Background: an optimization exercise with open tools, aiming at small area. Do not read the settings as production practice.
Only simulation tests tie the RTL to the original design; equivalence was not proved.
Power figures rest on the tool's default switching activity, not on a simulated workload. The flow treats the clock pin as an ideal source, which a real chip does not have.

## job 7608
==> flow/design.v (excerpt) <==
module fft32_frame_loader #(
    parameter  int DW  = 34,
    parameter  int NPT = 32,
    localparam int FW  = NPT * DW
) (
    input  logic          sys_clk,
    input  logic          sys_rst_n,
    input  logic [DW-1:0] s_data,
    input  logic          s_valid,
    input  logic          s_last,
    output logic          s_ready,
    output logic [FW-1:0] m_data,
    output logic          m_valid,
    input  logic          m_ready,
    output logic          frame_err,
    output logic [15:0]   frame_cnt
);
For scale: roughly 2300 cells after synthesis, roughly 1100 I/O pins, ~67000 µm² of cells after synthesis.
clock: 5.0 ns
lec_check: 0
cap_margin: 20
core_margin: 2
core_utilization: 60
place_density: 0.7
slew_margin: 20
standard.sh (not shown) runs the stock make flow with config.mk's settings and CLKGATE_MAP_FILE= SYNTH_SCRIPT=/design/flow/synth_recipe.tcl, a recipe that flattens the netlist after the stock synthesis.
==> flow/flow/run.sh <==
#!/bin/bash
# Standard ORFS layout; only the port buffer cell and the CTS options differ.
set -euo pipefail
export BUFFER_PORTS_ARGS="-buffer_cell sky130_fd_sc_hd__buf_1"
export CTS_ARGS="-sink_clustering_enable -repair_clock_nets -dont_use_dummy_load -buf_list sky130_fd_sc_hd__clkbuf_4 -sink_clustering_size 10 -sink_clustering_max_diameter 40"
bash standard.sh > standard.log 2>&1
For job 9008, these inputs were changed with respect to job 7608:
- changing PLACE_DENSITY from 0.7 to 0.8
- changing CORE_UTILIZATION from 60 to 70
==> flow/flow/run.sh <==
#!/bin/bash
# Standard ORFS layout; only the port buffer cell and the CTS options differ.
set -euo pipefail
export BUFFER_PORTS_ARGS="-buffer_cell sky130_fd_sc_hd__buf_1"
export CTS_ARGS="-sink_clustering_enable -repair_clock_nets -dont_use_dummy_load -buf_list sky130_fd_sc_hd__clkbuf_8 -sink_clustering_size 24 -sink_clustering_max_diameter 50"
bash standard.sh > standard.log 2>&1
==> comparison <==
- Status(job 9008) = ERROR, stage = I/O pin placement
- Register bit total from synthesis came out exactly the same in job 7608 and job 9008.
- Diff job 7608 -> job 9008: die outline height saw a decrease, number of enable flip-flop cells after synthesis neither gained nor lost much, die width went down.
- Any difference in total nets after synthesis between job 7608 and job 9008 is small enough to ignore.
- Re arithmetic-cell share of the synthesized area counting full adders, half adders and majority gates: no difference whatsoever between job 7608 and job 9008.
- Job 7608 -> job 9008: gate count after technology mapping delta 0, exact match
The following lists how job 330 was set up differently from job 9008:
- PLACE_DENSITY: 0.8 -> 0.6
- CORE_UTILIZATION: 70 -> 40
==> flow/flow/run.sh <==
#!/bin/bash
# Standard ORFS layout; only the port buffer cell and the CTS options differ.
set -euo pipefail
export BUFFER_PORTS_ARGS="-buffer_cell sky130_fd_sc_hd__buf_1"
export CTS_ARGS="-sink_clustering_enable -repair_clock_nets -dont_use_dummy_load -buf_list {sky130_fd_sc_hd__clkbuf_4 sky130_fd_sc_hd__clkbuf_8 sky130_fd_sc_hd__clkbuf_16} -sink_clustering_size 25 -sink_clustering_max_diameter 100"
bash standard.sh > standard.log 2>&1
[summary]
Job 330 ended with every stage complete and zero timing, DRC or antenna violations. Job 9008: it failed with a tool error in I/O pin placement, so there are no final results. Post-synthesis average cell area across job 330 and job 9008: no real change. Area after synthesis delta (job 9008 -> job 330): insignificant. Row count delta for job 330 relative to job 9008: about 33% higher. Job 330 -> job 9008: post-synthesis cell count flat. Summary of job 330 over job 9008: height of the die picked up an extra 100 µm; horizontal die dimension picked up an extra 100 µm; effective utilization at floorplan lost 30 points. Re xor and xnor area share after synthesis: no difference whatsoever between job 9008 and job 330.
Input changes introduced in job 271 (baseline for comparison: job 330):
- a change of CAP_MARGIN from 20 to 5
- a change of PLACE_DENSITY from 0.6 to 0.7
- a change of SLEW_MARGIN from 20 to 5
- a change of CORE_UTILIZATION from 40 to 60
==> flow/flow/run.sh <==
#!/bin/bash
# Standard ORFS layout; only the port buffer cell and the CTS options differ.
set -euo pipefail
export BUFFER_PORTS_ARGS="-buffer_cell sky130_fd_sc_hd__buf_1"
export CTS_ARGS="-sink_clustering_enable -repair_clock_nets -dont_use_dummy_load -buf_list sky130_fd_sc_hd__clkbuf_8 -sink_clustering_size 22 -sink_clustering_max_diameter 45"
bash standard.sh > standard.log 2>&1
==> comparison <==
- Both conditions hold for job 330: the flow ran to the end and the final layout passed the timing, design-rule and antenna checks.
- Job 271 completed every stage of the flow, and the final layout passed the timing, design-rule and antenna checks.
- Between job 330 and job 271, the post-synthesis to final-layout area growth is higher for job 330.
- From job 330 to job 271 the numbers moved as follows: cell area fell by 1.5%, total global routing track utilization increased by 10 points relative to the old numbers.
- Against job 330, number of vias after detailed routing in job 271 came out worse.
- The number of logic stages on the critical path including buffering in job 271 sits 3 below the value recorded for job 330.
- Placed cell count of job 271 falls short of that of job 330 by more than 10%.
- Final wirelength: job 271 vs job 330 up 6.1%
- Layout buffer count excluding clock buffers: job 271 vs job 330 down 4
- Total power of job 271 is lower than that of job 330.
- Relative to job 330, fraction of power consumed by the clock network has decreased by 2.1 points in job 271.
- Of the two values seen for cell with the biggest individual delay on the critical path, sky130_fd_sc_hd__buf_4 was produced by job 271 and sky130_fd_sc_hd__buf_12 by job 330.
- In the tables for job 330 and job 271, part of the power in combinational logic reads higher with job 271.
Setup changes, job 271 to job 8939
- SLEW_MARGIN changed from 5 to 20
- CAP_MARGIN changed from 5 to 20
==> flow/flow/run.sh <==
#!/bin/bash
# Standard ORFS layout; only the port buffer cell and the CTS options differ.
set -euo pipefail
export BUFFER_PORTS_ARGS="-buffer_cell sky130_fd_sc_hd__buf_1"
export CTS_ARGS="-sink_clustering_enable -repair_clock_nets -dont_use_dummy_load -buf_list sky130_fd_sc_hd__clkbuf_16 -sink_clustering_size 32 -sink_clustering_max_diameter 80"
bash standard.sh > standard.log 2>&1
--- outcome ---
Job 8939 ended with less via count of the first global-routing pass than job 271.
The worst hold margin of job 8939 was superior to that of job 271.
Between job 271 and job 8939, length of routed met2 wiring is lower for job 271, job 8939 comes in above that.
End point of the critical path = fill_r[19]$_DFFE_PP_: job 8939; end point of the critical path = s_ready: job 271
Delta (job 8939 minus job 271): critical path depth went up, worst setup margin went up, overall fraction of global-route tracks in use went down, total power went down.
Modified inputs, job 1212 compared to job 8939
==> flow/flow/run.sh <==
#!/bin/bash
# Standard ORFS layout; only the port buffer cell and the CTS options differ.
set -euo pipefail
export BUFFER_PORTS_ARGS="-buffer_cell sky130_fd_sc_hd__buf_1"
export CTS_ARGS="-sink_clustering_enable -repair_clock_nets -dont_use_dummy_load -buf_list sky130_fd_sc_hd__clkbuf_8 -sink_clustering_size 20 -sink_clustering_max_diameter 50"
bash standard.sh > standard.log 2>&1
==> notes.md <==
Area growth from synthesis to layout: job 8939 vs job 1212 — no meaningful difference
[compare] base=job 8939 new=job 1212: via count of the first global-routing pass went up; final worst-path cycle share went up; final total power went down; via count went up.
CTS clock-pin slew for the worst setup and hold paths across job 8939 and job 1212: no real change.
Job 1212 has final wirelength above what job 8939 had.
Summary of job 1212 over job 8939: proportion of power drawn by combinational gates essentially unchanged; delay of the slowest cell on the worst path decreased 0.02 ns.
There was hardly any difference in post-route standard cell area excluding fillers between job 8939 and job 1212.
On hold slack, job 8939 beats job 1212.

* * *

fft32_frame_loader again, from the RTL that the note above started with.
==> flow/config.mk <==
export PLATFORM = sky130hd
export DESIGN_NAME = fft32_frame_loader
export DESIGN_NICKNAME = fft32_frame_loader
export VERILOG_FILES = /design/flow/design.v
export SDC_FILE = /design/flow/constraint.sdc
export NUM_CORES = 4
export LEC_CHECK = 0
export CAP_MARGIN = 20
export CORE_MARGIN = 2
export CORE_UTILIZATION = 60
export PLACE_DENSITY = 0.7
export SLEW_MARGIN = 20
==> flow/constraint.sdc <==
create_clock -name core_clock -period 5.0 [get_ports {sys_clk}]
set_input_delay 1.0000 -clock core_clock [delete_from_list [all_inputs] [get_ports {sys_clk}]]
set_output_delay 1.0000 -clock core_clock [all_outputs]
set_load 0.01 [all_outputs]
==> flow/flow/run.sh <==
#!/bin/bash
# Standard ORFS layout; only the port buffer cell and the CTS options differ.
set -euo pipefail
export BUFFER_PORTS_ARGS="-buffer_cell sky130_fd_sc_hd__buf_1"
export CTS_ARGS="-sink_clustering_enable -repair_clock_nets -dont_use_dummy_load -buf_list sky130_fd_sc_hd__clkbuf_16 -sink_clustering_size 40 -sink_clustering_max_diameter 60"
bash standard.sh > standard.log 2>&1
Change:
==> flow/flow/run.sh (replaced) <==
#!/bin/bash
# Standard ORFS layout; only the port buffer cell and the CTS options differ.
set -euo pipefail
export BUFFER_PORTS_ARGS="-buffer_cell sky130_fd_sc_hd__buf_1"
export CTS_ARGS="-sink_clustering_enable -repair_clock_nets -dont_use_dummy_load -buf_list sky130_fd_sc_hd__clkbuf_8 -sink_clustering_size 22 -sink_clustering_max_diameter 60"
bash standard.sh > standard.log 2>&1
PLACE_DENSITY = 0.85   (was 0.7)
Global-route usage falls by 0.63 points.
Via count rises by about 1.5%.
Routed wire length falls by 1.7%.
Area after synthesis is unchanged.
Worst setup slack is worse by 0.072 ns.
Change:
==> flow/flow/run.sh (replaced) <==
#!/bin/bash
# Standard ORFS layout; only the port buffer cell and the CTS options differ.
set -euo pipefail
export BUFFER_PORTS_ARGS="-buffer_cell sky130_fd_sc_hd__buf_1"
export CTS_ARGS="-sink_clustering_enable -repair_clock_nets -dont_use_dummy_load -buf_list sky130_fd_sc_hd__clkbuf_8 -sink_clustering_size 20 -sink_clustering_max_diameter 70"
bash standard.sh > standard.log 2>&1
PLACE_DENSITY = 0.7   (was 0.85)
What happened: Flip-flop and latch count is unchanged. Power grows by 0.82%. Utilization grows by 0.14 points. Area after synthesis does not change.

* * *

Setup of juniper:
The RTL this note starts from:
==> flow/design.v <==
module fft32_frame_loader #(
    parameter  int DW  = 34,
    parameter  int NPT = 32,
    localparam int FW  = NPT * DW
) (
    input  logic          sys_clk,
    input  logic          sys_rst_n,
    input  logic [DW-1:0] s_data,
    input  logic          s_valid,
    input  logic          s_last,
    output logic          s_ready,
    output logic [FW-1:0] m_data,
    output logic          m_valid,
    input  logic          m_ready,
    output logic          frame_err,
    output logic [15:0]   frame_cnt
);
    localparam int IDXW = $clog2(NPT);
    logic [FW-1:0]   fill_r;
    logic [FW-1:0]   pres_r;
    logic [FW-1:0]   fill_d;
    logic [IDXW-1:0] wr_idx_r;
    logic            one_r;      
    logic            two_r;      
    logic            frame_err_r;
    logic [15:0]     frame_cnt_r;
    logic            accept_s;
    logic            last_slot_s;
    logic            commit_s;
    logic            early_s;
    assign accept_s    = s_valid && !two_r;
    assign last_slot_s = (wr_idx_r == IDXW'(NPT - 1));
    assign commit_s    = accept_s && last_slot_s;
    assign early_s     = accept_s && s_last && !last_slot_s;
    assign fill_d = accept_s ? {s_data, fill_r[FW-1:DW]} : fill_r;
    always_ff @(posedge sys_clk) begin
        fill_r <= fill_d;
        if (!one_r || m_ready) begin
            pres_r <= fill_d;
        end
    end
    always_ff @(posedge sys_clk or negedge sys_rst_n) begin
        if (!sys_rst_n) begin
            wr_idx_r    <= '0;
            one_r       <= 1'b0;
            two_r       <= 1'b0;
            frame_err_r <= 1'b0;
            frame_cnt_r <= 16'd0;
        end else begin
            one_r       <= commit_s || two_r || (one_r && !m_ready);
            two_r       <= two_r ? !m_ready : (one_r && commit_s && !m_ready);
            frame_err_r <= (commit_s && !s_last) || early_s;
            if (commit_s) begin
                wr_idx_r    <= '0;
                frame_cnt_r <= frame_cnt_r + 16'd1;
            end else if (early_s) begin
                wr_idx_r    <= '0;
            end else if (accept_s) begin
                wr_idx_r    <= wr_idx_r + IDXW'(1);
            end
        end
    end
    assign s_ready   = !two_r;
    assign m_valid   = one_r;
    assign m_data    = pres_r;
    assign frame_err = frame_err_r;
    assign frame_cnt = frame_cnt_r;
endmodule
==> flow/config.mk <==
export PLATFORM = sky130hd
export DESIGN_NAME = fft32_frame_loader
export DESIGN_NICKNAME = fft32_frame_loader
export VERILOG_FILES = /design/flow/design.v
export SDC_FILE = /design/flow/constraint.sdc
export NUM_CORES = 4
export LEC_CHECK = 0
export CAP_MARGIN = 20
export CORE_MARGIN = 2
export CORE_UTILIZATION = 40
export CTS_BUF_LIST = sky130_fd_sc_hd__clkbuf_4 sky130_fd_sc_hd__clkbuf_8
export PLACE_DENSITY = 0.6
export SLEW_MARGIN = 20
==> flow/constraint.sdc <==
create_clock -name core_clock -period 5.0 [get_ports {sys_clk}]
set_input_delay 1.0000 -clock core_clock [delete_from_list [all_inputs] [get_ports {sys_clk}]]
set_output_delay 1.0000 -clock core_clock [all_outputs]
set_load 0.01 [all_outputs]
==> flow/flow/run.sh <==
#!/bin/bash
# Standard ORFS layout; only the port buffer cell and CTS dummy loads differ.
set -euo pipefail
export BUFFER_PORTS_ARGS="-buffer_cell sky130_fd_sc_hd__buf_1"
export CTS_ARGS="-sink_clustering_enable -repair_clock_nets -dont_use_dummy_load -buf_list {sky130_fd_sc_hd__clkbuf_4 sky130_fd_sc_hd__clkbuf_8}"
bash standard.sh > standard.log 2>&1
Setup changes, juniper to cedar
# juniper
export LEC_CHECK = 0
export CAP_MARGIN = 20
export CORE_MARGIN = 2
export CORE_UTILIZATION = 40
export CTS_BUF_LIST = sky130_fd_sc_hd__clkbuf_4 sky130_fd_sc_hd__clkbuf_8
export PLACE_DENSITY = 0.6
export SLEW_MARGIN = 20
create_clock -name core_clock -period 5.0 [get_ports {sys_clk}]
# cedar
export LEC_CHECK = 0
export CAP_MARGIN = 20
export CORE_MARGIN = 2
export CORE_UTILIZATION = 40
export PLACE_DENSITY = 0.6
export SLEW_MARGIN = 20
create_clock -name core_clock -period 5.0 [get_ports {sys_clk}]
==> flow/run.sh (new file) <==
#!/bin/bash
# synth_recipe.tcl (not shown) runs the flow's synth.tcl, then flattens the netlist and writes it again
# the make line also repeats each setting of config.mk as NAME=value (left out here)
make -C /OpenROAD-flow-scripts/flow DESIGN_CONFIG=/design/flow/config.mk WORK_HOME=/design/flow/orfs CLKGATE_MAP_FILE= SYNTH_SCRIPT=/design/flow/synth_recipe.tcl finish
removed: flow/flow/run.sh
removed: flow/standard.sh
[summary]
- Diff juniper -> cedar: final area saw an increase; maximum clock skew at final layout lost 0.067 ns; routed wirelength normalized by instance count shows an increase of about 2.1%.
- cedar vs. juniper: maximum frequency saw a decrease; number of buffers created by CTS decreased by 148 relative to the old numbers.
- Power of the sequential group of juniper is on par with cedar.
- The clock tree buffer depth in cedar sits 1 below the value recorded for juniper.
- Switching part of the total power, juniper and cedar, higher one = juniper.

-- port drivers added, routing unchanged --
In the flow no input, the clock included, has a driving cell. The finished layouts below were timed again as built, in two steps. Step 1 assumes that a clkbuf_16 drives the clock port and a buf_2 every other input. Step 2 times the ports against the registers' clock, not the clock port: input delays grow and output delays shrink by t, the midpoint of the rising clock arrivals with the driver on. Slacks: ideal ports / drivers / drivers and shift; pairs: ideal ports / drivers.
run	t, ns	setup WS [ns]	worst hold slack (ns)	worst setup path after step 2	clock arrival spread, ns
job 7608	1.167	1.827 / 1.752 / 1.369	0.200 / 0.147 / 0.336	input to register	0.170 / 0.170
job 330	0.754	2.138 / 2.138 / 1.851	0.244 / 0.187 / 0.392	input to register	0.136 / 0.137
job 271	0.881	2.065 / 1.991 / 1.884	0.132 / 0.084 / 0.335	input to register	0.147 / 0.147
job 8939	0.738	2.189 / 2.164 / 1.927	0.288 / 0.242 / 0.398	input to register	0.072 / 0.072
job 1212	0.877	2.081 / 2.010 / 1.908	0.133 / 0.088 / 0.366	input to register	0.115 / 0.115
the first run of note 2	0.772	2.152 / 2.075 / 1.929	0.219 / 0.168 / 0.330	input to register	0.128 / 0.128
the second run of note 2	0.827	2.080 / 2.065 / 1.824	0.175 / 0.155 / 0.380	input to register	0.089 / 0.088
the third run of note 2	0.871	2.089 / 2.014 / 1.906	0.134 / 0.085 / 0.390	input to register	0.091 / 0.091
juniper	1.087	2.154 / 2.073 / 1.781	0.165 / 0.121 / 0.372	input to register	0.114 / 0.115
cedar	0.938	1.986 / 1.898 / 1.472	0.441 / 0.441 / 0.441	input to register	0.035 / 0.035
After both steps every run listed still meets setup and hold. For cedar, which loses most, drivers alone change the setup slack by -0.088 ns; drivers and shift together by -0.514 ns.
